Background: an optimization exercise with open tools, aiming at small area, a short achievable clock period and few clock cycles. Do not read the settings as production practice. Function was not checked in any run shown here: the RTL went through the layout flow alone. No activity file was given, so power comes from the tool's default toggle rates.

==> flow/design.v <==
package systolic_pkg;
    localparam int GRID_SIZE = 4;
    localparam int DATA_WIDTH = 8;
    localparam int ACC_WIDTH  = 20;
    localparam int NUM_DIGITS = DATA_WIDTH / 2;
    localparam int DVEC_WIDTH = 3 * NUM_DIGITS;
    localparam int HALF = GRID_SIZE / 2;
endpackage
`timescale 1ns/1ps
import systolic_pkg::*;
module operand_prep (
    input  logic                            clk,
    input  logic                            rst,
    input  logic                            in_req,
    input  logic                            in_first,
    input  logic                            in_last,
    input  logic [GRID_SIZE*DATA_WIDTH-1:0] a_col,
    input  logic [GRID_SIZE*DATA_WIDTH-1:0] b_row,
    output logic                            in_ack,
    output logic                            start,
    output logic                            acc_en,
    output logic                            acc_clear,
    output logic                            acc_fin,
    output logic [HALF*DVEC_WIDTH-1:0]      a_op,
    output logic [GRID_SIZE*DATA_WIDTH-1:0] b_op
);
    function automatic logic [2:0] booth_digit(input logic [2:0] g);
        booth_digit[0] = g[1] ^ g[0];
        booth_digit[1] = (g[2] & ~g[1] & ~g[0]) | (~g[2] & g[1] & g[0]);
        booth_digit[2] = g[2];
    endfunction
    function automatic logic [DVEC_WIDTH-1:0] booth_recode(input logic [DATA_WIDTH-1:0] v);
        logic [DATA_WIDTH:0] ext;
        ext = {v, 1'b0};
        for (int k = 0; k < NUM_DIGITS; k++) begin
            booth_recode[3*k +: 3] = booth_digit(ext[2*k +: 3]);
        end
    endfunction
    logic                       accept;
    logic                       ph_a;
    logic                       ph_b;
    logic                       ph_c;
    logic                       run_first;
    logic                       run_last;
    logic                       first_d;
    logic                       last_d;
    logic [HALF*DVEC_WIDTH-1:0] a_hi_dig;
    logic [HALF*DVEC_WIDTH-1:0] a_lo_dig;
    logic [HALF*DVEC_WIDTH-1:0] a_lo_q;
    assign accept = in_req & ~in_ack;
    assign start  = accept & in_first;
    always_ff @(posedge clk or negedge rst) begin
        if (!rst) begin
            in_ack <= 1'b0;
            ph_a   <= 1'b0;
            ph_b   <= 1'b0;
            ph_c   <= 1'b0;
        end else begin
            in_ack <= in_req;
            ph_a   <= accept;
            ph_b   <= ph_a;
            ph_c   <= ph_b;
        end
    end
    always_comb begin
        for (int r = 0; r < HALF; r++) begin
            a_hi_dig[r*DVEC_WIDTH +: DVEC_WIDTH] = booth_recode(a_col[(r+HALF)*DATA_WIDTH +: DATA_WIDTH]);
            a_lo_dig[r*DVEC_WIDTH +: DVEC_WIDTH] = booth_recode(a_col[r*DATA_WIDTH +: DATA_WIDTH]);
        end
    end
    always_ff @(posedge clk) begin
        a_lo_q <= a_lo_dig;
        a_op   <= accept ? a_hi_dig : a_lo_q;
    end
    always_ff @(posedge clk) begin
        if (accept) begin
            run_first <= in_first;
            run_last  <= in_last;
            b_op      <= b_row;
        end
        if (ph_a) begin
            first_d <= run_first;
            last_d  <= run_last;
        end
    end
    assign acc_en    = ph_b | ph_c;
    assign acc_clear = first_d;
    assign acc_fin   = ph_c & last_d;
endmodule
`timescale 1ns/1ps
import systolic_pkg::*;
module booth_pe (
    input  logic                    clk,
    input  logic                    en,
    input  logic                    clear,
    input  logic [3*NUM_DIGITS-1:0] d,
    input  logic [DATA_WIDTH-1:0]   b,
    output logic [ACC_WIDTH-1:0]    x,
    output logic [ACC_WIDTH-1:0]    y
);
    logic pp0_0;
    logic pp0_1;
    logic pp0_2;
    logic pp0_3;
    logic pp0_4;
    logic pp0_5;
    logic pp0_6;
    logic pp0_7;
    logic pp0_8;
    logic pp0_8n;
    logic pp1_0;
    logic pp1_1;
    logic pp1_2;
    logic pp1_3;
    logic pp1_4;
    logic pp1_5;
    logic pp1_6;
    logic pp1_7;
    logic pp1_8;
    logic pp1_8n;
    logic pp2_0;
    logic pp2_1;
    logic pp2_2;
    logic pp2_3;
    logic pp2_4;
    logic pp2_5;
    logic pp2_6;
    logic pp2_7;
    logic pp2_8;
    logic pp2_8n;
    logic pp3_0;
    logic pp3_1;
    logic pp3_2;
    logic pp3_3;
    logic pp3_4;
    logic pp3_5;
    logic pp3_6;
    logic pp3_7;
    logic pp3_8;
    logic pp3_8n;
    logic s1_1;
    logic s1_2;
    logic s1_3;
    logic s1_4;
    logic s1_5;
    logic s1_6;
    logic s1_7;
    logic s1_8;
    logic s1_9;
    logic s1_10;
    logic s1_11;
    logic s1_12;
    logic s1_13;
    logic s1_14;
    logic s1_15;
    logic s1_16;
    logic s1_17;
    logic s1_18;
    logic s1_19;
    logic s1_20;
    logic s1_21;
    logic s1_22;
    logic s1_23;
    logic s1_24;
    logic s1_25;
    logic s1_26;
    logic s1_27;
    logic s1_28;
    logic s1_29;
    logic s1_30;
    logic s1_31;
    logic s1_32;
    logic s1_33;
    logic s1_34;
    logic s1_35;
    logic s1_36;
    logic s1_37;
    logic s1_38;
    logic s1_39;
    logic s1_40;
    logic s1_41;
    logic s1_42;
    logic s1_43;
    logic s1_44;
    logic s1_45;
    logic s1_46;
    logic s1_47;
    logic s1_48;
    logic [ACC_WIDTH-1:0] r0_q;
    logic [ACC_WIDTH-1:0] r1_q;
    logic [ACC_WIDTH-1:0] base;
    logic [ACC_WIDTH-1:0] row0;
    logic [ACC_WIDTH-1:0] row1;
    logic s2_1;
    logic s2_2;
    logic s2_3;
    logic s2_4;
    logic s2_5;
    logic s2_6;
    logic s2_7;
    logic s2_8;
    logic s2_9;
    logic s2_10;
    logic s2_11;
    logic s2_12;
    logic s2_13;
    logic s2_14;
    logic s2_15;
    logic s2_16;
    logic s2_17;
    logic s2_18;
    logic s2_19;
    logic s2_20;
    logic s2_21;
    logic s2_22;
    logic s2_23;
    logic s2_24;
    logic s2_25;
    logic s2_26;
    logic s2_27;
    logic s2_28;
    logic s2_29;
    logic s2_30;
    logic s2_31;
    logic s2_32;
    logic s2_33;
    logic s2_34;
    logic s2_35;
    logic s2_36;
    logic s2_37;
    logic s2_38;
    logic s2_39;
    logic s2_40;
    assign pp0_0 = (d[0] & b[0]) ^ d[2];
    assign pp0_1 = ((d[0] & b[1]) | (d[1] & b[0])) ^ d[2];
    assign pp0_2 = ((d[0] & b[2]) | (d[1] & b[1])) ^ d[2];
    assign pp0_3 = ((d[0] & b[3]) | (d[1] & b[2])) ^ d[2];
    assign pp0_4 = ((d[0] & b[4]) | (d[1] & b[3])) ^ d[2];
    assign pp0_5 = ((d[0] & b[5]) | (d[1] & b[4])) ^ d[2];
    assign pp0_6 = ((d[0] & b[6]) | (d[1] & b[5])) ^ d[2];
    assign pp0_7 = ((d[0] & b[7]) | (d[1] & b[6])) ^ d[2];
    assign pp0_8 = ((d[0] & b[7]) | (d[1] & b[7])) ^ d[2];
    assign pp0_8n = ~pp0_8;
    assign pp1_0 = (d[3] & b[0]) ^ d[5];
    assign pp1_1 = ((d[3] & b[1]) | (d[4] & b[0])) ^ d[5];
    assign pp1_2 = ((d[3] & b[2]) | (d[4] & b[1])) ^ d[5];
    assign pp1_3 = ((d[3] & b[3]) | (d[4] & b[2])) ^ d[5];
    assign pp1_4 = ((d[3] & b[4]) | (d[4] & b[3])) ^ d[5];
    assign pp1_5 = ((d[3] & b[5]) | (d[4] & b[4])) ^ d[5];
    assign pp1_6 = ((d[3] & b[6]) | (d[4] & b[5])) ^ d[5];
    assign pp1_7 = ((d[3] & b[7]) | (d[4] & b[6])) ^ d[5];
    assign pp1_8 = ((d[3] & b[7]) | (d[4] & b[7])) ^ d[5];
    assign pp1_8n = ~pp1_8;
    assign pp2_0 = (d[6] & b[0]) ^ d[8];
    assign pp2_1 = ((d[6] & b[1]) | (d[7] & b[0])) ^ d[8];
    assign pp2_2 = ((d[6] & b[2]) | (d[7] & b[1])) ^ d[8];
    assign pp2_3 = ((d[6] & b[3]) | (d[7] & b[2])) ^ d[8];
    assign pp2_4 = ((d[6] & b[4]) | (d[7] & b[3])) ^ d[8];
    assign pp2_5 = ((d[6] & b[5]) | (d[7] & b[4])) ^ d[8];
    assign pp2_6 = ((d[6] & b[6]) | (d[7] & b[5])) ^ d[8];
    assign pp2_7 = ((d[6] & b[7]) | (d[7] & b[6])) ^ d[8];
    assign pp2_8 = ((d[6] & b[7]) | (d[7] & b[7])) ^ d[8];
    assign pp2_8n = ~pp2_8;
    assign pp3_0 = (d[9] & b[0]) ^ d[11];
    assign pp3_1 = ((d[9] & b[1]) | (d[10] & b[0])) ^ d[11];
    assign pp3_2 = ((d[9] & b[2]) | (d[10] & b[1])) ^ d[11];
    assign pp3_3 = ((d[9] & b[3]) | (d[10] & b[2])) ^ d[11];
    assign pp3_4 = ((d[9] & b[4]) | (d[10] & b[3])) ^ d[11];
    assign pp3_5 = ((d[9] & b[5]) | (d[10] & b[4])) ^ d[11];
    assign pp3_6 = ((d[9] & b[6]) | (d[10] & b[5])) ^ d[11];
    assign pp3_7 = ((d[9] & b[7]) | (d[10] & b[6])) ^ d[11];
    assign pp3_8 = ((d[9] & b[7]) | (d[10] & b[7])) ^ d[11];
    assign pp3_8n = ~pp3_8;
    assign s1_1 = pp0_6 ^ pp1_4;
    assign s1_2 = pp0_6 & pp1_4;
    assign s1_3 = pp0_7 ^ pp1_5;
    assign s1_4 = pp0_7 & pp1_5;
    assign s1_5 = pp0_8n ^ pp1_6 ^ pp2_4;
    assign s1_6 = (pp0_8n & pp1_6) | (pp0_8n & pp2_4) | (pp1_6 & pp2_4);
    assign s1_7 = pp1_7 ^ pp2_5;
    assign s1_8 = pp1_7 & pp2_5;
    assign s1_9 = pp0_4 ^ pp1_2;
    assign s1_10 = pp0_4 & pp1_2;
    assign s1_11 = pp0_5 ^ pp1_3;
    assign s1_12 = pp0_5 & pp1_3;
    assign s1_13 = s1_1 ^ pp2_2 ^ pp3_0;
    assign s1_14 = (s1_1 & pp2_2) | (s1_1 & pp3_0) | (pp2_2 & pp3_0);
    assign s1_15 = s1_2 ^ s1_3 ^ pp2_3;
    assign s1_16 = (s1_2 & s1_3) | (s1_2 & pp2_3) | (s1_3 & pp2_3);
    assign s1_17 = s1_4 ^ s1_5 ^ pp3_2;
    assign s1_18 = (s1_4 & s1_5) | (s1_4 & pp3_2) | (s1_5 & pp3_2);
    assign s1_19 = s1_6 ^ s1_7 ^ pp3_3;
    assign s1_20 = (s1_6 & s1_7) | (s1_6 & pp3_3) | (s1_7 & pp3_3);
    assign s1_21 = s1_8 ^ pp1_8n ^ pp2_6;
    assign s1_22 = (s1_8 & pp1_8n) | (s1_8 & pp2_6) | (pp1_8n & pp2_6);
    assign s1_23 = pp2_7 ^ pp3_5;
    assign s1_24 = pp2_7 & pp3_5;
    assign s1_25 = pp0_2 ^ pp1_0;
    assign s1_26 = pp0_2 & pp1_0;
    assign s1_27 = pp0_3 ^ pp1_1;
    assign s1_28 = pp0_3 & pp1_1;
    assign s1_29 = s1_9 ^ pp2_0 ^ d[8];
    assign s1_30 = (s1_9 & pp2_0) | (s1_9 & d[8]) | (pp2_0 & d[8]);
    assign s1_31 = s1_10 ^ s1_11 ^ pp2_1;
    assign s1_32 = (s1_10 & s1_11) | (s1_10 & pp2_1) | (s1_11 & pp2_1);
    assign s1_33 = s1_12 ^ s1_13 ^ d[11];
    assign s1_34 = (s1_12 & s1_13) | (s1_12 & d[11]) | (s1_13 & d[11]);
    assign s1_35 = s1_14 ^ s1_15 ^ pp3_1;
    assign s1_36 = (s1_14 & s1_15) | (s1_14 & pp3_1) | (s1_15 & pp3_1);
    assign s1_37 = s1_16 ^ s1_17 ^ 1'b1;
    assign s1_38 = (s1_16 & s1_17) | (s1_16 & 1'b1) | (s1_17 & 1'b1);
    assign s1_39 = s1_18 ^ s1_19 ^ 1'b1;
    assign s1_40 = (s1_18 & s1_19) | (s1_18 & 1'b1) | (s1_19 & 1'b1);
    assign s1_41 = s1_20 ^ s1_21 ^ pp3_4;
    assign s1_42 = (s1_20 & s1_21) | (s1_20 & pp3_4) | (s1_21 & pp3_4);
    assign s1_43 = s1_22 ^ s1_23 ^ 1'b1;
    assign s1_44 = (s1_22 & s1_23) | (s1_22 & 1'b1) | (s1_23 & 1'b1);
    assign s1_45 = s1_24 ^ pp2_8n ^ pp3_6;
    assign s1_46 = (s1_24 & pp2_8n) | (s1_24 & pp3_6) | (pp2_8n & pp3_6);
    assign s1_47 = pp3_7 ^ 1'b1;
    assign s1_48 = pp3_7 & 1'b1;
    always_ff @(posedge clk) begin
        r0_q[0] <= pp0_0;
        r1_q[0] <= d[2];
        r0_q[1] <= pp0_1;
        r0_q[2] <= s1_25;
        r1_q[2] <= d[5];
        r0_q[3] <= s1_26;
        r1_q[3] <= s1_27;
        r0_q[4] <= s1_28;
        r1_q[4] <= s1_29;
        r0_q[5] <= s1_30;
        r1_q[5] <= s1_31;
        r0_q[6] <= s1_32;
        r1_q[6] <= s1_33;
        r0_q[7] <= s1_34;
        r1_q[7] <= s1_35;
        r0_q[8] <= s1_36;
        r1_q[8] <= s1_37;
        r0_q[9] <= s1_38;
        r1_q[9] <= s1_39;
        r0_q[10] <= s1_40;
        r1_q[10] <= s1_41;
        r0_q[11] <= s1_42;
        r1_q[11] <= s1_43;
        r0_q[12] <= s1_44;
        r1_q[12] <= s1_45;
        r0_q[13] <= s1_46;
        r1_q[13] <= s1_47;
        r0_q[14] <= s1_48;
        r1_q[14] <= pp3_8n;
    end
    assign r0_q[15] = 1'b0;
    assign r0_q[16] = 1'b0;
    assign r0_q[17] = 1'b0;
    assign r0_q[18] = 1'b0;
    assign r0_q[19] = 1'b0;
    assign r1_q[1] = 1'b0;
    assign r1_q[15] = 1'b0;
    assign r1_q[16] = 1'b0;
    assign r1_q[17] = 1'b0;
    assign r1_q[18] = 1'b0;
    assign r1_q[19] = 1'b0;
    assign base = clear ? '0 : y;
    assign s2_1 = base[0] ^ r0_q[0];
    assign s2_2 = base[0] & r0_q[0];
    assign s2_3 = base[1] ^ r0_q[1];
    assign s2_4 = base[1] & r0_q[1];
    assign s2_5 = base[2] ^ r0_q[2] ^ r1_q[2];
    assign s2_6 = (base[2] & r0_q[2]) | (base[2] & r1_q[2]) | (r0_q[2] & r1_q[2]);
    assign s2_7 = base[3] ^ r0_q[3] ^ r1_q[3];
    assign s2_8 = (base[3] & r0_q[3]) | (base[3] & r1_q[3]) | (r0_q[3] & r1_q[3]);
    assign s2_9 = base[4] ^ r0_q[4] ^ r1_q[4];
    assign s2_10 = (base[4] & r0_q[4]) | (base[4] & r1_q[4]) | (r0_q[4] & r1_q[4]);
    assign s2_11 = base[5] ^ r0_q[5] ^ r1_q[5];
    assign s2_12 = (base[5] & r0_q[5]) | (base[5] & r1_q[5]) | (r0_q[5] & r1_q[5]);
    assign s2_13 = base[6] ^ r0_q[6] ^ r1_q[6];
    assign s2_14 = (base[6] & r0_q[6]) | (base[6] & r1_q[6]) | (r0_q[6] & r1_q[6]);
    assign s2_15 = base[7] ^ r0_q[7] ^ r1_q[7];
    assign s2_16 = (base[7] & r0_q[7]) | (base[7] & r1_q[7]) | (r0_q[7] & r1_q[7]);
    assign s2_17 = base[8] ^ r0_q[8] ^ r1_q[8];
    assign s2_18 = (base[8] & r0_q[8]) | (base[8] & r1_q[8]) | (r0_q[8] & r1_q[8]);
    assign s2_19 = base[9] ^ r0_q[9] ^ r1_q[9];
    assign s2_20 = (base[9] & r0_q[9]) | (base[9] & r1_q[9]) | (r0_q[9] & r1_q[9]);
    assign s2_21 = base[10] ^ r0_q[10] ^ r1_q[10];
    assign s2_22 = (base[10] & r0_q[10]) | (base[10] & r1_q[10]) | (r0_q[10] & r1_q[10]);
    assign s2_23 = base[11] ^ r0_q[11] ^ r1_q[11];
    assign s2_24 = (base[11] & r0_q[11]) | (base[11] & r1_q[11]) | (r0_q[11] & r1_q[11]);
    assign s2_25 = base[12] ^ r0_q[12] ^ r1_q[12];
    assign s2_26 = (base[12] & r0_q[12]) | (base[12] & r1_q[12]) | (r0_q[12] & r1_q[12]);
    assign s2_27 = base[13] ^ r0_q[13] ^ r1_q[13];
    assign s2_28 = (base[13] & r0_q[13]) | (base[13] & r1_q[13]) | (r0_q[13] & r1_q[13]);
    assign s2_29 = base[14] ^ r0_q[14] ^ r1_q[14];
    assign s2_30 = (base[14] & r0_q[14]) | (base[14] & r1_q[14]) | (r0_q[14] & r1_q[14]);
    assign s2_31 = base[15] ^ 1'b1;
    assign s2_32 = base[15] & 1'b1;
    assign s2_33 = base[16] ^ 1'b1;
    assign s2_34 = base[16] & 1'b1;
    assign s2_35 = base[17] ^ 1'b1;
    assign s2_36 = base[17] & 1'b1;
    assign s2_37 = base[18] ^ 1'b1;
    assign s2_38 = base[18] & 1'b1;
    assign s2_39 = base[19] ^ 1'b1;
    assign s2_40 = base[19] & 1'b1;
    assign row0[0] = s2_1;
    assign row1[0] = r1_q[0];
    assign row0[1] = s2_2;
    assign row1[1] = s2_3;
    assign row0[2] = s2_4;
    assign row1[2] = s2_5;
    assign row0[3] = s2_6;
    assign row1[3] = s2_7;
    assign row0[4] = s2_8;
    assign row1[4] = s2_9;
    assign row0[5] = s2_10;
    assign row1[5] = s2_11;
    assign row0[6] = s2_12;
    assign row1[6] = s2_13;
    assign row0[7] = s2_14;
    assign row1[7] = s2_15;
    assign row0[8] = s2_16;
    assign row1[8] = s2_17;
    assign row0[9] = s2_18;
    assign row1[9] = s2_19;
    assign row0[10] = s2_20;
    assign row1[10] = s2_21;
    assign row0[11] = s2_22;
    assign row1[11] = s2_23;
    assign row0[12] = s2_24;
    assign row1[12] = s2_25;
    assign row0[13] = s2_26;
    assign row1[13] = s2_27;
    assign row0[14] = s2_28;
    assign row1[14] = s2_29;
    assign row0[15] = s2_30;
    assign row1[15] = s2_31;
    assign row0[16] = s2_32;
    assign row1[16] = s2_33;
    assign row0[17] = s2_34;
    assign row1[17] = s2_35;
    assign row0[18] = s2_36;
    assign row1[18] = s2_37;
    assign row0[19] = s2_38;
    assign row1[19] = s2_39;
    always_ff @(posedge clk) begin
        if (en) begin
            x <= row0 + row1;
            y <= x;
        end
    end
endmodule
`timescale 1ns/1ps
import systolic_pkg::*;
module pe_grid (
    input  logic                                     clk,
    input  logic                                     en,
    input  logic                                     clear,
    input  logic [HALF*DVEC_WIDTH-1:0]               a_op,
    input  logic [GRID_SIZE*DATA_WIDTH-1:0]          b_op,
    output logic [GRID_SIZE*GRID_SIZE*ACC_WIDTH-1:0] acc
);
    for (genvar r = 0; r < HALF; r++) begin : g_row
        for (genvar j = 0; j < GRID_SIZE; j++) begin : g_col
            booth_pe i_pe (
                .clk   (clk),
                .en    (en),
                .clear (clear),
                .d     (a_op[r*DVEC_WIDTH +: DVEC_WIDTH]),
                .b     (b_op[j*DATA_WIDTH +: DATA_WIDTH]),
                .x     (acc[(r*GRID_SIZE+j)*ACC_WIDTH +: ACC_WIDTH]),
                .y     (acc[((r+HALF)*GRID_SIZE+j)*ACC_WIDTH +: ACC_WIDTH])
            );
        end
    end
endmodule
`timescale 1ns/1ps
import systolic_pkg::*;
module result_collector (
    input  logic clk,
    input  logic rst,
    input  logic start,
    input  logic fin,
    output logic done
);
    always_ff @(posedge clk or negedge rst) begin
        if (!rst) begin
            done <= 1'b0;
        end else if (start) begin
            done <= 1'b0;
        end else if (fin) begin
            done <= 1'b1;
        end
    end
endmodule
`timescale 1ns/1ps
import systolic_pkg::*;
module systolic_mac_top (
    input  logic                                     clk,
    input  logic                                     rst,
    input  logic                                     in_req,
    input  logic                                     in_first,
    input  logic                                     in_last,
    input  logic [GRID_SIZE*DATA_WIDTH-1:0]          a_col,
    input  logic [GRID_SIZE*DATA_WIDTH-1:0]          b_row,
    output logic                                     in_ack,
    output logic [GRID_SIZE*GRID_SIZE*ACC_WIDTH-1:0] c_mat,
    output logic                                     done
);
    logic                            start;
    logic                            acc_en;
    logic                            acc_clear;
    logic                            acc_fin;
    logic [HALF*DVEC_WIDTH-1:0]      a_op;
    logic [GRID_SIZE*DATA_WIDTH-1:0] b_op;
    operand_prep i_operand_prep (
        .clk       (clk),
        .rst       (rst),
        .in_req    (in_req),
        .in_first  (in_first),
        .in_last   (in_last),
        .a_col     (a_col),
        .b_row     (b_row),
        .in_ack    (in_ack),
        .start     (start),
        .acc_en    (acc_en),
        .acc_clear (acc_clear),
        .acc_fin   (acc_fin),
        .a_op      (a_op),
        .b_op      (b_op)
    );
    pe_grid i_pe_grid (
        .clk   (clk),
        .en    (acc_en),
        .clear (acc_clear),
        .a_op  (a_op),
        .b_op  (b_op),
        .acc   (c_mat)
    );
    result_collector i_result_collector (
        .clk      (clk),
        .rst      (rst),
        .start    (start),
        .fin      (acc_fin),
        .done     (done)
    );
endmodule
==> flow/run.sh <==
#!/bin/bash
# synth_recipe.tcl (not shown) runs the flow's synth.tcl, then flattens the netlist and writes it again
# the make line also repeats each setting of config.mk as NAME=value (left out here)
make -C /OpenROAD-flow-scripts/flow DESIGN_CONFIG=/design/flow/config.mk WORK_HOME=/design/flow/orfs CLKGATE_MAP_FILE= SYNTH_SCRIPT=/design/flow/synth_recipe.tcl finish
==> flow/config.mk <==
export PLATFORM = sky130hd
export DESIGN_NAME = systolic_mac_top
export DESIGN_NICKNAME = systolic_mac_top
export VERILOG_FILES = /design/flow/design.v
export SDC_FILE = /design/flow/constraint.sdc
export NUM_CORES = 4
export LEC_CHECK = 0
export CAP_MARGIN = 20
export CORE_MARGIN = 2
export CORE_UTILIZATION = 40
export SLEW_MARGIN = 20
==> flow/constraint.sdc <==
create_clock -name core_clock -period 5.5 [get_ports {clk}]
set_input_delay 1.1000 -clock core_clock [delete_from_list [all_inputs] [get_ports {clk}]]
set_output_delay 1.1000 -clock core_clock [all_outputs]
set_load 0.01 [all_outputs]
==> summary.txt, run 1 <==
WS Path Type flop to flop; Avg Cell Area, Syn 10.6 sq um; Met1 Routed Length 42300 microns; vias in the first global route 26129; Post-synth top cells 643 x inv_1, 356 x edfxtp_1, 351 x xnor2_1; htree depth 3; Max Cap Viol 0; Pwr per Cell Area 622 nW/um^2; fin. max-slew vios 0; worst vdd ir 0.000341 V; critical-path maximum fanout 79; post-route setup TNS 0 ns; static leakage power 19.6 nW; hold path depth 0; GRT Overall Usage 0.192; Hold Buf Count CTS 0; Slew HR 0.286; sequential element share of the synthesized area 0.429; reg-to-reg startpoint i_operand_prep.first_d$_DFFE_PP_; Synth top area share 0.284; Synth Instances 3559; hold_sp i_operand_prep.ph_b$_DFF_PN0_; highest metal used met5; crit start category flop; Worst R2R Path Depth 12; outcome finished clean; CP endpoint kind flop; Slew @ Worst Pin 1.07 ns; Antenna Nets Post-Route 0; EDFF count, synth 356; fin area 45400 sq um; Worst Clk Skew 0.0194 ns; DRC viols 0; DRT Pass-1 Iters 6; nets 4397; core area 93300 sq um; Hold Slack 0.384 ns; Die Span Y 311 microns; detailed placement HPWL 67800 microns; WL per Instance 17.9 microns; DR iter-0 viols 1703; Final Critical Period 3.99 ns; Max Clk Rate 250 MHz; Synth area leader edfxtp_1; vias per inst 4.95; Root Driver clkbuf_16; initial antenna violation count 10; FF-to-FF setup slack 1.51 ns; Num CTS Buffers 73; P&R area growth vs syn 20.4%; Min-Delay Path Class flop to flop; DIE AREA 96700 sq um; RSZ-0062 raised after global routing no; final setup violation count 0; most frequent cell after synthesis inv_1; post-synthesis register bit count 629; # fillers 8724; met2 WL 43600 microns; Setup Buffers After CTS 0; maximum clock insertion buffer count 3; worst path required time 5.88 ns; Rows 112; post-CTS sizing 0; grt ovf 0; # IOs 391; R2R Path End i_pe_grid.g_row[0].g_col[2].i_pe.x[18]$_DFFE_PP_; die width 311 microns; worst path arrival time 4.37 ns; Placed Area 42800 sq um; Vias 25674; clock latency on the worst-skew pair 0.64 ns; IO Port Bufs 390; async set-or-reset flop fraction in the synthesized netlist 0.00795; dominant synthesized flop cell edfxtp_1; Synth Cell Area 37700 sq um; share of layout cells above drive strength 1 0.0486; Reg clk slew, reported paths 0.06 ns; Seq. cell area 16200 sq um; largest cells by area after synthesis edfxtp_1 28%, dfxtp_1 14%, fa_1 11%; largest net degree at the start of global routing 122; WL final 93000 microns; starting density of the core 0.404; CTS tree yes; Fin. Hold Viols 0; met3 WL 5190 microns; Yosys Warn Count 14; final cycle utilization of the critical path 0.726; WHS Endpoint i_operand_prep.ph_c$_DFF_PN0_; global-route wire length before repair 148000 microns; area of the multi-input gates 18400 sq um; routability-driven placement congestion ratio 0.847; Mapped Nets 4084; Sink Count 629; Synth cell types 70
## state kept, by name, summed over array words and instances, names as in the netlist
signal                           flops
i_operand_prep.a_lo_q               24
i_operand_prep.a_op                 24
i_operand_prep.b_op                 32
i_operand_prep.first_d               1
i_operand_prep.in_ack                1
i_operand_prep.last_d                1
i_operand_prep.ph_a                  1
i_operand_prep.ph_b                  1
i_operand_prep.ph_c                  1
i_operand_prep.run_first             1
i_operand_prep.run_last              1
i_pe_grid.g_row.g_col.i_pe.r0_q    120
i_pe_grid.g_row.g_col.i_pe.r1_q    100
i_pe_grid.g_row.g_col.i_pe.x       160
i_pe_grid.g_row.g_col.i_pe.y       160
i_result_collector.done              1
## cells by family (layout without fill, tap and decap cells)
logic type / count (synthesis) / after routing / synth area share
flip-flops: 629 / 629 / 0.429
AO/OA/AOI/OAI: 671 / 671 / 0.120
adder cells (fa/ha/maj): 456 / 456 / 0.191
multiplexers: 12 / 12 / 0.00349
AND/OR/NAND/NOR: 524 / 524 / 0.0715
other: 0 / 1 / 0
buffers and inverters: 830 / 1204 / 0.0827
XOR/XNOR: 437 / 437 / 0.102
## critical path: stages (launching register included)
cell       delay (ns)
edfxtp_1         0.47
buf_12           0.22
nand2b_1         0.25
fa_1             0.53
inv_1            0.04
ha_1             0.32
a21oi_1          0.20
o21ai_0          0.12
a2111oi_0        0.73
o21a_1           0.30
o21a_1           0.19
o21ai_0          0.10
xor2_1           0.15
## per-layer routing
layer	up-vias	track usage
li1	12404	-
met1	12545	0.260
met2	596	0.313
met3	117	0.0413
met4	12	0.0451
met5	-	0
## layout make-up
cell class / count / area share
repair buffers: 423 / 0.0926
inverters: 645 / 0.0533
clock inverters: 38 / 0.0101
well taps: 1254 / 0.0346
multi-input cells: 2100 / 0.405
diodes: 1 / 0.0000551
clock buffers: 98 / 0.0470
flip-flops and latches: 629 / 0.357
## through the flow
stage / power [W] / worst slack (ns) / util / std cells
6_report: 0.0282 / 1.51 / 0.486 / 5188
5_1_grt: 0.0307 / 1.25 / 0.486 / 5187
4_1_cts: 0.0286 / 1.60 / 0.486 / 5187
3_5_place_dp: 0.0232 / 1.61 / 0.458 / 5051
3_3_place_gp: 0.0231 / 1.63 / 0.458 / 5051
2_1_floorplan: 0.0184 / 0.799 / - / 3559
## report_power, final
group / internal (W) / leakage (nW) / switching, W / total [W]
clock: 0.00321 / 1.27 / 0.00201 / 0.00522
sequential: 0.00748 / 5.75 / 0.000916 / 0.00840
combinational: 0.00670 / 12.6 / 0.00791 / 0.0146
total: 0.0174 / 19.6 / 0.0108 / 0.0282
## worst max-delay path by stage
stage                                           from                                          endpoint  slack (ns)  depth (start not counted)
floorplan              i_operand_prep.ph_c$_DFF_PN0_   i_pe_grid.g_row[0].g_col[0].i_pe.x[0]$_DFFE_PP_        0.80                          1
global placement    i_operand_prep.first_d$_DFFE_PP_  i_pe_grid.g_row[0].g_col[2].i_pe.x[18]$_DFFE_PP_        1.63                         12
detailed placement  i_operand_prep.first_d$_DFFE_PP_  i_pe_grid.g_row[0].g_col[2].i_pe.x[18]$_DFFE_PP_        1.61                         12
CTS                 i_operand_prep.first_d$_DFFE_PP_  i_pe_grid.g_row[0].g_col[2].i_pe.x[18]$_DFFE_PP_        1.60                         12
global route        i_operand_prep.first_d$_DFFE_PP_  i_pe_grid.g_row[0].g_col[2].i_pe.x[18]$_DFFE_PP_        1.25                         12
finish              i_operand_prep.first_d$_DFFE_PP_  i_pe_grid.g_row[0].g_col[2].i_pe.x[18]$_DFFE_PP_        1.51                         12
## placed cells by master, fill, tap and decap left out, types with 13 or more instances in the layout
cell,instances
dfxtp_1,257
a21o_1,64
ha_1,256
buf_4,29
clkbuf_16,81
xnor2_1,351
and3_1,18
nor2_1,90
o21bai_1,16
a211oi_1,17
nand2b_1,159
edfxtp_1,356
xor2_1,86
a31oi_1,13
o21ai_0,124
nand4_1,13
fa_1,200
inv_1,642
nor2b_1,32
nand2_1,140
nand3_1,13
o21a_1,19
a22oi_1,224
nor3_1,20
clkdlybuf4s50_1,390
a21oi_1,116
==> inputs of run 2 (changes only) <==
--- a/flow/config.mk
+++ b/flow/config.mk
@@ -8,4 +8,6 @@
 export CAP_MARGIN = 20
 export CORE_MARGIN = 2
 export CORE_UTILIZATION = 40
+export SETUP_SLACK_MARGIN = 0.8
 export SLEW_MARGIN = 20
+export TNS_END_PERCENT = 100
==> run 2 against run 1 <==
Still clean. Power shrank 0.59%. Via count increased by 0.24%. Sequential power hardly changed. Cell count is essentially flat. Sequential share of layout area increased by 0.066 points. Worst setup slack lost 0.11 ns. Clock skew rose by 0.013 ns. Hold slack got worse by 0.0072 ns. Area after synthesis stayed put. First-iteration DRC count is 15% lower. Flip-flop and latch count stayed put. Clock-buffer cell count rose by 9. Largest cell class unchanged. Highest routed layer unchanged.
==> summary.txt, run 2 <==
WS Path Type flop to flop; static leakage power 19.6 nW (-0.26%); Pwr per Cell Area 619 nW/um^2 (-0.40%); final cycle utilization of the critical path 0.747 (+0.0208); P&R area growth vs syn 20.2%; maximum clock insertion buffer count 3 (unchanged); DR iter-0 viols 1441 (-15%); Avg Cell Area, Syn 10.6 sq um (unchanged); Final Critical Period 4.11 ns (+0.114 ns); commonest non-fill, non-tap cell in the layout inv_1; EDFF count, synth 356 (unchanged); reg-to-reg startpoint i_operand_prep.first_d$_DFFE_PP_; vias per inst 4.96 (+0.16%); R2R Path End i_pe_grid.g_row[1].g_col[1].i_pe.x[14]$_DFFE_PP_; Slew HR 0.320 (+0.0343); Max Clk Rate 244 MHz (-2.8%); hold path depth 0 (unchanged); Setup WS pre-CTS 1.42 ns (-0.192 ns); most frequent cells in the layout 642 x inv_1, 390 x clkdlybuf4s50_1, 356 x edfxtp_1, 351 x xnor2_1, 257 x dfxtp_1; nets 4398 (+0.023%); Num CTS Buffers 75 (+2.7%); Yosys Warn Count 14 (unchanged); Root Driver clkbuf_16; post-synthesis register bit count 629 (unchanged); Layout Utilization 0.485 (-0.000898); grt ovf 0 (unchanged); Rows 112 (unchanged); Post-synth top cells 643 x inv_1, 356 x edfxtp_1, 351 x xnor2_1; crit path cell chain buf_4 > nor2b_1 > ha_1 > ha_1 > fa_1 > a21oi_1 > o21ai_0 > a2111oi_2 > nor2_1 > a41oi_1 > o21ai_0 > xor2_1; dominant synthesized flop cell edfxtp_1; FF-to-FF setup slack 1.39 ns (-0.11 ns); Worst Clk Skew 0.0323 ns (+0.0130 ns); Layout Cells excl Fill 5192 (+0.077%); most frequent cell after synthesis inv_1; worst path arrival time 4.49 ns (+0.12 ns); clock latency on the worst-skew pair 0.65 ns (about the same); Vias 25735 (+0.24%); Synth area leader edfxtp_1; critical path buffer and inverter count 1 (-1); post-CTS sizing 0 (unchanged); Synth Cell Area 37700 sq um (unchanged); global-route wire length before repair 146000 microns (-0.74%); outcome finished clean; Antenna Nets Post-Route 0 (unchanged); RSZ-0062 raised after global routing no; async set-or-reset flop fraction in the synthesized netlist 0.00795 (unchanged); fin. max-slew vios 0 (unchanged); post-route setup TNS 0 ns (unchanged); Mapped Nets 4084 (unchanged); placed insts 5050 (-0.020%); Synth top area share 0.284 (unchanged); largest net degree at the start of global routing 123 (+0.82%); DRC viols 0 (unchanged); WL final 92400 microns (-0.64%); Sink Count 629 (unchanged); vias in the first global route 26239 (+0.42%); largest cells by area after synthesis edfxtp_1 28%, dfxtp_1 14%, fa_1 11%; Crit-path slowest cell buf_4; htree depth 3 (unchanged); Hold Slack 0.377 ns (-0.00720 ns); Die Span Y 311 microns (unchanged); crit start category flop; Slew @ Worst Pin 1.02 ns (-0.0513 ns); Fin. Hold Viols 0 (unchanged); Setup Buffers After CTS 0 (unchanged); routability-driven placement congestion ratio 0.859 (+1.5%); final setup violation count 0 (unchanged); DRT Pass-1 Iters 5 (-1); Reg clk slew, reported paths 0.06 ns (about the same); Synth Instances 3559 (unchanged); Worst R2R Path Depth 12 (unchanged); starting density of the core 0.404 (unchanged); detailed placement HPWL 67700 microns (about the same); GRT Overall Usage 0.190 (-0.00151); initial antenna violation count 12 (+2); worst path required time 5.88 ns (about the same); Synth cell types 70 (unchanged); Final Worst Setup Slack 1.39 ns (-0.114 ns); WL per Instance 17.8 microns (-0.71%); CP endpoint kind flop; CTS tree yes; die width 311 microns (unchanged); DIE AREA 96700 sq um (unchanged); worst vdd ir 0.000322 V (-5.7%); Worst path top cell family by delay compound AO/OA/AOI/OAI gates; # IOs 391 (unchanged); share of layout cells above drive strength 1 0.0473 (-0.00131); Max Cap Viol 0 (unchanged); IO Port Bufs 390 (unchanged); critical-path maximum fanout 69 (-13%); Min-Delay Path Class flop to flop; core area 93300 sq um (unchanged); top flop regs i_pe_grid.g_row.g_col.i_pe.x (160), i_pe_grid.g_row.g_col.i_pe.y (160), i_pe_grid.g_row.g_col.i_pe.r0_q (120); hold_sp i_operand_prep.ph_b$_DFF_PN0_; max incr delay on CP 0.53 ns (-0.20 ns); Hold Buf Count CTS 0 (unchanged); sequential element share of the synthesized area 0.429 (unchanged); WHS Endpoint i_operand_prep.ph_c$_DFF_PN0_
-- run 2: routing by layer --
layer  up-vias  share of wire  GRT usage
met2       630           0.47      0.311
met4        16          0.017     0.0498
met5         -         0.0012          0
met1     12578           0.46      0.256
li1      12400              -          -
met3       111          0.057     0.0411
-- run 2: worst reg2reg max path: stages, from the launching register on --
cell and delay, ns:
edfxtp_1 0.39, buf_4 0.53, nor2b_1 0.21, ha_1 0.33
ha_1 0.23, fa_1 0.41, a21oi_1 0.22, o21ai_0 0.17
a2111oi_2 0.53, nor2_1 0.14, a41oi_1 0.36, o21ai_0 0.17
xor2_1 0.16
-- run 2: kinds of logic (layout without fill, tap and decap cells) --
family	count (synthesis)	in the layout	synth area share
buffers and inverters	830	1207	0.0827
other	0	2	0
AOI/OAI and AO/OA	671	671	0.120
and+or+nand+nor	524	524	0.0715
muxes	12	12	0.00349
adders and majority gates	456	456	0.191
xor gates and xnor gates	437	437	0.102
DFF	629	629	0.429
-- run 2: layout make-up --
cell class / instances / area [sq um]
clock inverter: 33 / 337
timing repair buffer: 422 / 4180
inverter: 645 / 2420
antenna: 2 / 5.00
clock buffer: 107 / 2190
tap: 1254 / 1570
fill: 8655 / 48000
sequential: 629 / 16200
multi-input combinational: 2100 / 18400
-- run 2: worst max path at each step --
stage,endpoint,start,cells past startpoint,slack (ns)
floorplan,i_pe_grid.g_row[0].g_col[0].i_pe.x[19]$_DFFE_PP_,i_operand_prep.first_d$_DFFE_PP_,12,1.79
global placement,i_pe_grid.g_row[1].g_col[1].i_pe.x[14]$_DFFE_PP_,i_operand_prep.first_d$_DFFE_PP_,12,1.51
detailed placement,i_pe_grid.g_row[1].g_col[1].i_pe.x[14]$_DFFE_PP_,i_operand_prep.first_d$_DFFE_PP_,12,1.42
CTS,i_pe_grid.g_row[1].g_col[1].i_pe.x[14]$_DFFE_PP_,i_operand_prep.first_d$_DFFE_PP_,12,1.44
global route,i_pe_grid.g_row[1].g_col[1].i_pe.x[14]$_DFFE_PP_,i_operand_prep.first_d$_DFFE_PP_,12,1.09
finish,i_pe_grid.g_row[1].g_col[1].i_pe.x[14]$_DFFE_PP_,i_operand_prep.first_d$_DFFE_PP_,12,1.39
-- run 2: stage by stage --
stage	cell area (sq um)	total power, W
floorplan	37700	0.0184
global placement	42800	0.0231
detailed placement	42800	0.0232
CTS	45300	0.0284
global route	45300	0.0305
finish	45300	0.0281
-- run 2: where the power goes --
| part | internal (W) | switching, W | leakage (nW) |
|---|---|---|---|
| sequential | 0.00748 | 0.000942 | 5.75 |
| combinational | 0.00671 | 0.00789 | 12.6 |
| clock | 0.00303 | 0.00202 | 1.23 |
==> inputs of run 3 (changes only) <==
--- a/flow/config.mk
+++ b/flow/config.mk
@@ -8,6 +8,6 @@
 export CAP_MARGIN = 20
 export CORE_MARGIN = 2
 export CORE_UTILIZATION = 40
-export SETUP_SLACK_MARGIN = 0.8
+export SETUP_SLACK_MARGIN = 2.0
 export SLEW_MARGIN = 20
 export TNS_END_PERCENT = 100
==> run 3 against run 2 <==
Clock power down 2%. Critical path type unchanged. Still clean on timing, DRC and antenna. Global-route usage up 1.5 points. Clock skew about the same. Area after synthesis unchanged. Synthesized cell count unchanged. Flip-flop and latch count unchanged. Wire length up 9.8%. Sequential power up 0.7%. Register-to-register slack better by 0.46 ns. Sequential share of layout area down 1.2 points. Die area unchanged.
==> summary.txt, run 3 <==
outcome finished clean; Synth area leader edfxtp_1; Synth Instances 3559 (unchanged); Mapped Nets 4084 (unchanged); Setup WS pre-CTS 1.48 ns (+0.0567 ns); fin. max-slew vios 0 (unchanged); vias per inst 5.03 (+1.5%); Psw 0.0118 W (+9.0%); Max Cap Viol 0 (unchanged); Antenna Nets Post-Route 0 (unchanged); Sink Count 629 (unchanged); share of layout cells above drive strength 1 0.101 (+0.0536); Num CTS Buffers 77 (+2.7%); final cycle utilization of the critical path 0.663 (-0.0835); WL per Instance 19.4 microns (+8.9%); post-synthesis register bit count 629 (unchanged); Int Pwr 0.0183 W (+6.2%); Hold Slack 0.382 ns (+0.00501 ns); DIE AREA 96700 sq um (unchanged); Synth Cell Area 37700 sq um (unchanged); Comb pwr share 0.554 (+0.034); htree depth 3 (unchanged); WL final 101000 microns (+9.8%); critical-path maximum fanout 11 (-84%); global-route wire length before repair 155000 microns (+6.1%); initial antenna violation count 19 (+7); placed insts 5045 (-0.099%); Max Clk Rate 274 MHz (+13%); commonest non-fill, non-tap cell in the layout inv_1; Synth cell types 70 (unchanged); nets 4435 (+0.84%); Fin. Hold Viols 0 (unchanged); starting density of the core 0.404 (unchanged); part of the power in the clock network 0.164 (-0.016); GRT Overall Usage 0.205 (+0.0148); worst path arrival time 4.05 ns (-0.44 ns); routability-driven placement congestion ratio 0.849 (-1.1%); Worst Clk Skew 0.0326 ns (+0.000300 ns); Reg power frac 0.282 (-0.018); most frequent cell after synthesis inv_1; crit path cell chain buf_12 > buf_16 > nand2b_4 > fa_1 > inv_1 > ha_4 > and2_1 > a221oi_2 > a21bo_2 > a41o_1 > a2111o_1 > o311a_1 > xor2_1; grt ovf 0 (unchanged); # IOs 391 (unchanged); vias in the first global route 26822 (+2.2%); top flop regs i_pe_grid.g_row.g_col.i_pe.x (160), i_pe_grid.g_row.g_col.i_pe.y (160), i_pe_grid.g_row.g_col.i_pe.r0_q (120); worst vdd ir 0.000323 V (+0.52%); largest net degree at the start of global routing 133 (+8.1%); die width 311 microns (unchanged); IO Port Bufs 390 (unchanged); Min-Delay Path Class flop to flop; EDFF count, synth 356 (unchanged); crit start category flop; max incr delay on CP 0.53 ns (about the same); CTS tree yes; Reg clk slew, reported paths 0.05 ns (about the same); maximum clock insertion buffer count 3 (unchanged); Pwr per Cell Area 642 nW/um^2 (+3.6%); core area 93300 sq um (unchanged); post-route setup TNS 0 ns (unchanged); Slew HR 0.227 (-0.0935); Post-synth top cells 643 x inv_1, 356 x edfxtp_1, 351 x xnor2_1; Final Critical Period 3.65 ns (-0.459 ns); DR iter-0 viols 1666 (+16%); Final Worst Setup Slack 1.85 ns (+0.459 ns); Sw Share 0.393 (+0.00612); Crit-path slowest cell fa_1; Root Driver clkbuf_16; clock latency on the worst-skew pair 0.65 ns (about the same); detailed placement HPWL 67600 microns (-0.20%); Avg Cell Area, Syn 10.6 sq um (unchanged); static leakage power 20.1 nW (+2.6%); Die Span Y 311 microns (unchanged); Vias 26365 (+2.4%); DRC viols 0 (unchanged); largest cells by area after synthesis edfxtp_1 28%, dfxtp_1 14%, fa_1 11%; Layout Cells excl Fill 5239 (+0.91%); P&R area growth vs syn 24.5%; dominant synthesized flop cell edfxtp_1; most frequent cells in the layout 638 x inv_1, 390 x clkdlybuf4s50_1, 356 x edfxtp_1, 350 x xnor2_1, 259 x dfxtp_1; final setup violation count 0 (unchanged); Slew @ Worst Pin 1.16 ns (+0.140 ns); Synth top area share 0.284 (unchanged); worst path required time 5.90 ns (+0.02 ns); RSZ-0062 raised after global routing yes; Hold Buf Count CTS 0 (unchanged); sequential element share of the synthesized area 0.429 (unchanged); async set-or-reset flop fraction in the synthesized netlist 0.00795 (unchanged); Yosys Warn Count 14 (unchanged); WS Path Type flop to flop; Rows 112 (unchanged); DRT Pass-1 Iters 8 (+3); CP endpoint kind flop
==> run 3: cell count changes in the layout (fill, tap and decap cells not counted), sizes merged, moves of 2 or more <==
cell | before | now
diode | 2 | 11
buf | 32 | 62
inv | 649 | 651
bufinv | 5 | 3
clkinv | 21 | 24
bufbuf | 0 | 4
==> run 3: metrics by stage <==
| step | total power (W) | cell area, sq um | utilization |
|---|---|---|---|
| after floorplan | 0.0185 | 37800 | - |
| after CTS | 0.0292 | 46000 | 0.493 |
| final | 0.0301 | 46900 | 0.503 |
| after global routing | 0.0325 | 46900 | 0.503 |
| after global placement | 0.0233 | 42800 | 0.458 |
| after detailed placement | 0.0233 | 42800 | 0.458 |
==> run 3: cell families (layout without fill, tap and decap cells) <==
| kind of cell | count (synthesis) | after routing | synth area share |
|---|---|---|---|
| compound gates | 671 | 671 | 0.120 |
| xor+xnor | 437 | 437 | 0.102 |
| fa+ha+maj | 456 | 456 | 0.191 |
| buf+inv | 830 | 1245 | 0.0827 |
| flops | 629 | 629 | 0.429 |
| mux | 12 | 12 | 0.00349 |
| other cells | 0 | 11 | 0 |
| simple gates | 524 | 524 | 0.0715 |
==> run 3: area by class of cell <==
type / instances / area, sq um
clock inverter: 37 / 314
clock buffer: 106 / 2160
sequential: 629 / 16200
antenna: 11 / 27.5
tap: 1254 / 1570
inverter: 645 / 2420
timing repair buffer: 457 / 4690
multi-input combinational: 2100 / 19500
fill: 8563 / 46400
==> run 3: path summary, 6_finish.rpt <==
check | startpoint | to | slack (ns) | depth (start not counted)
worst max-delay path | i_operand_prep.first_d$_DFFE_PP_ | i_pe_grid.g_row[0].g_col[3].i_pe.x[18]$_DFFE_PP_ | 1.85 | 13
min in group asynchronous | rst | i_operand_prep.ph_c$_DFF_PN0_ | 0.70 | 1
worst min-delay path | i_operand_prep.ph_b$_DFF_PN0_ | i_operand_prep.ph_c$_DFF_PN0_ | 0.38 | 0
worst max register to register | i_operand_prep.first_d$_DFFE_PP_ | i_pe_grid.g_row[0].g_col[3].i_pe.x[18]$_DFFE_PP_ | 1.85 | 13
worst min register to register | i_operand_prep.ph_b$_DFF_PN0_ | i_operand_prep.ph_c$_DFF_PN0_ | 0.38 | 0
max in group asynchronous | rst | i_operand_prep.in_ack$_DFF_PN0_ | 4.57 | 1
==> run 3: routing by layer <==
layer / wire length [microns] / vias to the layer above / share of wire / GRT usage
met3: 5660 / 141 / 0.056 / 0.0388
met4: 2380 / 18 / 0.023 / 0.0548
li1: - / 12510 / - / -
met1: 44800 / 12991 / 0.44 / 0.274
met5: 113 / - / 0.0011 / 0
met2: 48500 / 705 / 0.48 / 0.341
==> run 3: timing repair <==
action,4_1_cts,5_1_grt
cloned,9,2
pin swaps,21,35
resized for setup,105,139
setup buffers,14,15
endpoints found under the setup margin,63,65
==> run 3: worst max-delay path: cells and delay by family (launching register included) <==
kind | cells | cell delay (ns)
simple gates | 2 | 0.32
fa+ha+maj | 2 | 0.76
xor+xnor | 1 | 0.14
compound gates | 5 | 1.32
buf+inv | 3 | 0.43
flops | 1 | 0.41
==> run 3: power by group through the flow <==
| stage | Clock, W | Combinational [W] | Sequential [W] |
|---|---|---|---|
| after detailed placement | 0 | 0.0147 | 0.00855 |
| final | 0.00494 | 0.0167 | 0.00848 |
| after floorplan | 0 | 0.0100 | 0.00851 |
| after global placement | 0 | 0.0147 | 0.00856 |
| after global routing | 0.00527 | 0.0186 | 0.00865 |
| after CTS | 0.00508 | 0.0156 | 0.00849 |
==> inputs of run 4 (changes only) <==
--- a/flow/config.mk
+++ b/flow/config.mk
@@ -8,6 +8,6 @@
 export CAP_MARGIN = 20
 export CORE_MARGIN = 2
 export CORE_UTILIZATION = 40
-export SETUP_SLACK_MARGIN = 2.0
+export SETUP_SLACK_MARGIN = 3.0
 export SLEW_MARGIN = 20
 export TNS_END_PERCENT = 100
==> run 4 against run 3 <==
Highest routed layer unchanged. Critical endpoint is now i_pe_grid.g_row[0].g_col[1].i_pe.x[12]$_DFFE_PP_. Largest power group unchanged. Power is 19% higher. Sequential power down 2%. Cell count up 8.2%. Synthesized cell count is the same.
==> summary.txt, run 4 <==
WL final 112000 microns (+10%); post-synthesis register bit count 629 (unchanged); Max Cap Viol 0 (unchanged); crit start category flop; largest net degree at the start of global routing 141 (+6.0%); vias per inst 5.00 (-0.68%); # fillers 7734 (-9.7%); Worst Clk Skew 0.0200 ns (-0.0127 ns); vias in the first global route 28365 (+5.8%); CTS tree yes; Pwr per Cell Area 668 nW/um^2 (+4.0%); Reg clk slew, reported paths 0.06 ns (about the same); Post-synth top cells 643 x inv_1, 356 x edfxtp_1, 351 x xnor2_1; critical-path maximum fanout 5 (-6); Min-Delay Path Class flop to flop; Slew @ Worst Pin 0.922 ns (-0.236 ns); DR iter-0 viols 1815 (+8.9%); routability-driven placement congestion ratio 0.838 (-1.3%); Synth Instances 3559 (unchanged); commonest non-fill, non-tap cell in the layout inv_1; worst setup path end i_pe_grid.g_row[0].g_col[1].i_pe.x[12]$_DFFE_PP_; clock latency on the worst-skew pair 0.66 ns (about the same); Final Worst Setup Slack 1.87 ns (+0.0127 ns); Num CTS Buffers 76 (-1.3%); Vias 28335 (+7.5%); Fin. Hold Viols 0 (unchanged); die width 311 microns (unchanged); reg-to-reg startpoint i_operand_prep.first_d$_DFFE_PP_; largest cells by area after synthesis edfxtp_1 28%, dfxtp_1 14%, fa_1 11%; post-route setup TNS 0 ns (unchanged); P&R area growth vs syn 42.7%; top flop regs i_pe_grid.g_row.g_col.i_pe.x (160), i_pe_grid.g_row.g_col.i_pe.y (160), i_pe_grid.g_row.g_col.i_pe.r0_q (120); Setup WS pre-CTS 1.84 ns (+0.366 ns); maximum clock insertion buffer count 3 (unchanged); Yosys Warn Count 14 (unchanged); core area 93300 sq um (unchanged); Seq. cell area 16200 sq um (+0.27%); Antenna Nets Post-Route 0 (unchanged); Synth area leader edfxtp_1; worst path arrival time 4.03 ns (-0.02 ns); Slew HR 0.385 (+0.158); initial antenna violation count 17 (-2); GRT Overall Usage 0.218 (+0.0132); Root Driver clkbuf_16; async set-or-reset flop fraction in the synthesized netlist 0.00795 (unchanged); Mapped Nets 4084 (unchanged); share of layout cells above drive strength 1 0.296 (+0.195); Max Clk Rate 275 MHz (+0.35%); nets 4870 (+9.8%); most frequent cell after synthesis inv_1; Synth Cell Area 37700 sq um (unchanged); FF-to-FF setup slack 1.87 ns (about the same); Sink Count 629 (unchanged); worst vdd ir 0.000416 V (+29%); EDFF count, synth 356 (unchanged); Worst R2R Path Depth 16 (+3); fin. max-slew vios 0 (unchanged); sequential element share of the synthesized area 0.429 (unchanged); Synth cell types 70 (unchanged); Avg Cell Area, Syn 10.6 sq um (unchanged); area of the multi-input gates 22400 sq um (+15%); IO Port Bufs 390 (unchanged); Rows 112 (unchanged); htree depth 3 (unchanged); DRT Pass-1 Iters 5 (-3); WL per Instance 19.7 microns (+1.7%); R2R Path End i_pe_grid.g_row[0].g_col[1].i_pe.x[12]$_DFFE_PP_; Die Span Y 311 microns (unchanged); RSZ-0062 raised after global routing yes; DRC viols 0 (unchanged); worst path required time 5.90 ns (about the same); outcome finished clean; # IOs 391 (unchanged); origin of the worst setup path i_operand_prep.first_d$_DFFE_PP_; Final Critical Period 3.63 ns (-0.0127 ns); grt ovf 0 (unchanged); DIE AREA 96700 sq um (unchanged); Hold Slack 0.383 ns (+0.00139 ns); dominant synthesized flop cell edfxtp_1; static leakage power 23.5 nW (+17%); most frequent cells in the layout 593 x inv_1, 356 x edfxtp_1, 349 x buf_4, 327 x xnor2_1, 252 x dfxtp_1; final cycle utilization of the critical path 0.661 (-0.00231); detailed placement HPWL 68300 microns (+1.1%); Synth top area share 0.284 (unchanged); WS Path Type flop to flop; starting density of the core 0.404 (unchanged); final setup violation count 0 (unchanged); CP endpoint kind flop; global-route wire length before repair 164000 microns (+5.9%)
run 4: cell types whose count changed in the layout (fill, tap and decap cells not counted), moves of 42 or more:
| cell | change |
|---|---|
| clkdlybuf4s50_1 | -322 |
| buf_4 | +297 |
| clkdlybuf4s15_1 | +144 |
| buf_6 | +113 |
| dlygate4sd2_1 | +84 |
| ha_4 | +75 |
| ha_1 | -71 |
| nand2b_1 | -48 |
| nand2b_4 | +48 |
| buf_2 | +47 |
| inv_1 | -45 |
| inv_2 | +42 |
run 4: routing by layer:
layer,global-route usage,share of wire
met2,0.356,0.48
met5,0,0.00080
met4,0.0550,0.019
met3,0.0461,0.059
met1,0.295,0.45
run 4: worst max-delay path, cell delays in order (launching register included):
cell	delay, ns
edfxtp_1	0.44
buf_4	0.17
buf_8	0.15
clkbuf_16	0.19
nor2b_1	0.12
ha_1	0.24
ha_1	0.27
fa_2	0.40
a21o_1	0.20
a21oi_4	0.21
o21ai_2	0.09
a41oi_2	0.27
buf_4	0.16
buf_6	0.09
o21bai_1	0.08
a21oi_2	0.16
xnor2_1	0.11
run 4: how the worst min path moves through the flow:
| stage | startpoint | to | slack [ns] | depth (start not counted) |
|---|---|---|---|---|
| finish | i_operand_prep.ph_b$_DFF_PN0_ | i_operand_prep.ph_c$_DFF_PN0_ | 0.38 | 0 |
| global route | i_operand_prep.ph_b$_DFF_PN0_ | i_operand_prep.ph_c$_DFF_PN0_ | 0.40 | 0 |
| detailed placement | i_operand_prep.ph_b$_DFF_PN0_ | i_operand_prep.ph_c$_DFF_PN0_ | 0.37 | 0 |
| global placement | i_operand_prep.ph_b$_DFF_PN0_ | i_operand_prep.ph_c$_DFF_PN0_ | 0.36 | 0 |
| CTS | i_operand_prep.ph_b$_DFF_PN0_ | i_operand_prep.ph_c$_DFF_PN0_ | 0.38 | 0 |
| floorplan | i_operand_prep.a_op[2]$_DFF_P_ | i_pe_grid.g_row[0].g_col[0].i_pe.r1_q[0]$_DFF_P_ | 0.33 | 0 |
run 4: report_power, final:
| group | leakage [nW] | internal [W] | total (W) | switching (W) |
|---|---|---|---|---|
| logic | 16.5 | 0.0112 | 0.0226 | 0.0113 |
| clock network | 1.22 | 0.00294 | 0.00501 | 0.00207 |
| registers | 5.76 | 0.00748 | 0.00833 | 0.000846 |
run 4: kinds of logic after synthesis:
kind of cell / share of synthesized area
AND/OR/NAND/NOR: 0.0715
AO/OA/AOI/OAI: 0.120
XOR/XNOR: 0.102
adder cells (fa/ha/maj): 0.191
multiplexers: 0.00349
buffers and inverters: 0.0827
flip-flops: 0.429
run 4: layout make-up:
cell class	instances	share of cell area
diodes	6	0.000279
inverters	645	0.0452
clock inverters	33	0.00689
flip-flops and latches	629	0.302
multi-input cells	2100	0.417
clock buffers	109	0.0393
repair buffers	893	0.160
well taps	1254	0.0292
run 4: timing repair:
action                     4_1_cts  5_1_grt
pin swaps                      183      189
hold buffers                     0        0
setup endpoints to repair      561      279
cloned                          15        9
gates resized for setup       1148      357
buffers inserted               307      141
run 4: stage by stage:
step | total power (W) | std cells | area, sq um | util
6_report | 0.0359 | 5669 | 53800 | 0.576
5_1_grt | 0.0384 | 5667 | 53800 | 0.576
4_1_cts | 0.0331 | 5513 | 51000 | 0.546
3_5_place_dp | 0.0244 | 5049 | 43700 | 0.468
3_3_place_gp | 0.0243 | 5049 | 43700 | 0.468
2_1_floorplan | 0.0197 | 3559 | 38800 | -

re-timing with driven ports:
Ports are ideal in the flow. The routed layouts listed here were re-timed in OpenROAD. Step 1 (the two cells are an assumption about what drives the block):
set clk [get_ports {clk}]
set_driving_cell -lib_cell sky130_fd_sc_hd__clkbuf_16 $clk
set_driving_cell -lib_cell sky130_fd_sc_hd__buf_2 [delete_from_list [all_inputs] $clk]
Step 2 adds t to the input delays and takes it off the output delays; t is the mean of the earliest and latest rising clock arrival at the registers after step 1. Input paths then give back, and output paths get back, about the clock's delay inside the block. a / b / c = no drivers / after step 1 / after step 2; a / b = the first two.
run | t, ns | slack for setup (ns) | clock arrival spread, ns | worst slew at a driven data input, ns | pins driven straight from the clock port
run 1 | 0.697 | 1.508 / 1.508 / 1.508 | 0.019 / 0.020 | 0.14 | 1
run 2 | 0.702 | 1.394 / 1.394 / 1.394 | 0.035 / 0.035 | 0.13 | 1
run 3 | 0.703 | 1.853 / 1.853 / 1.853 | 0.036 / 0.036 | 0.12 | 1
run 4 | 0.718 | 1.866 / 1.866 / 1.866 | 0.021 / 0.021 | 0.11 | 1
After both steps every run listed still meets setup and hold.
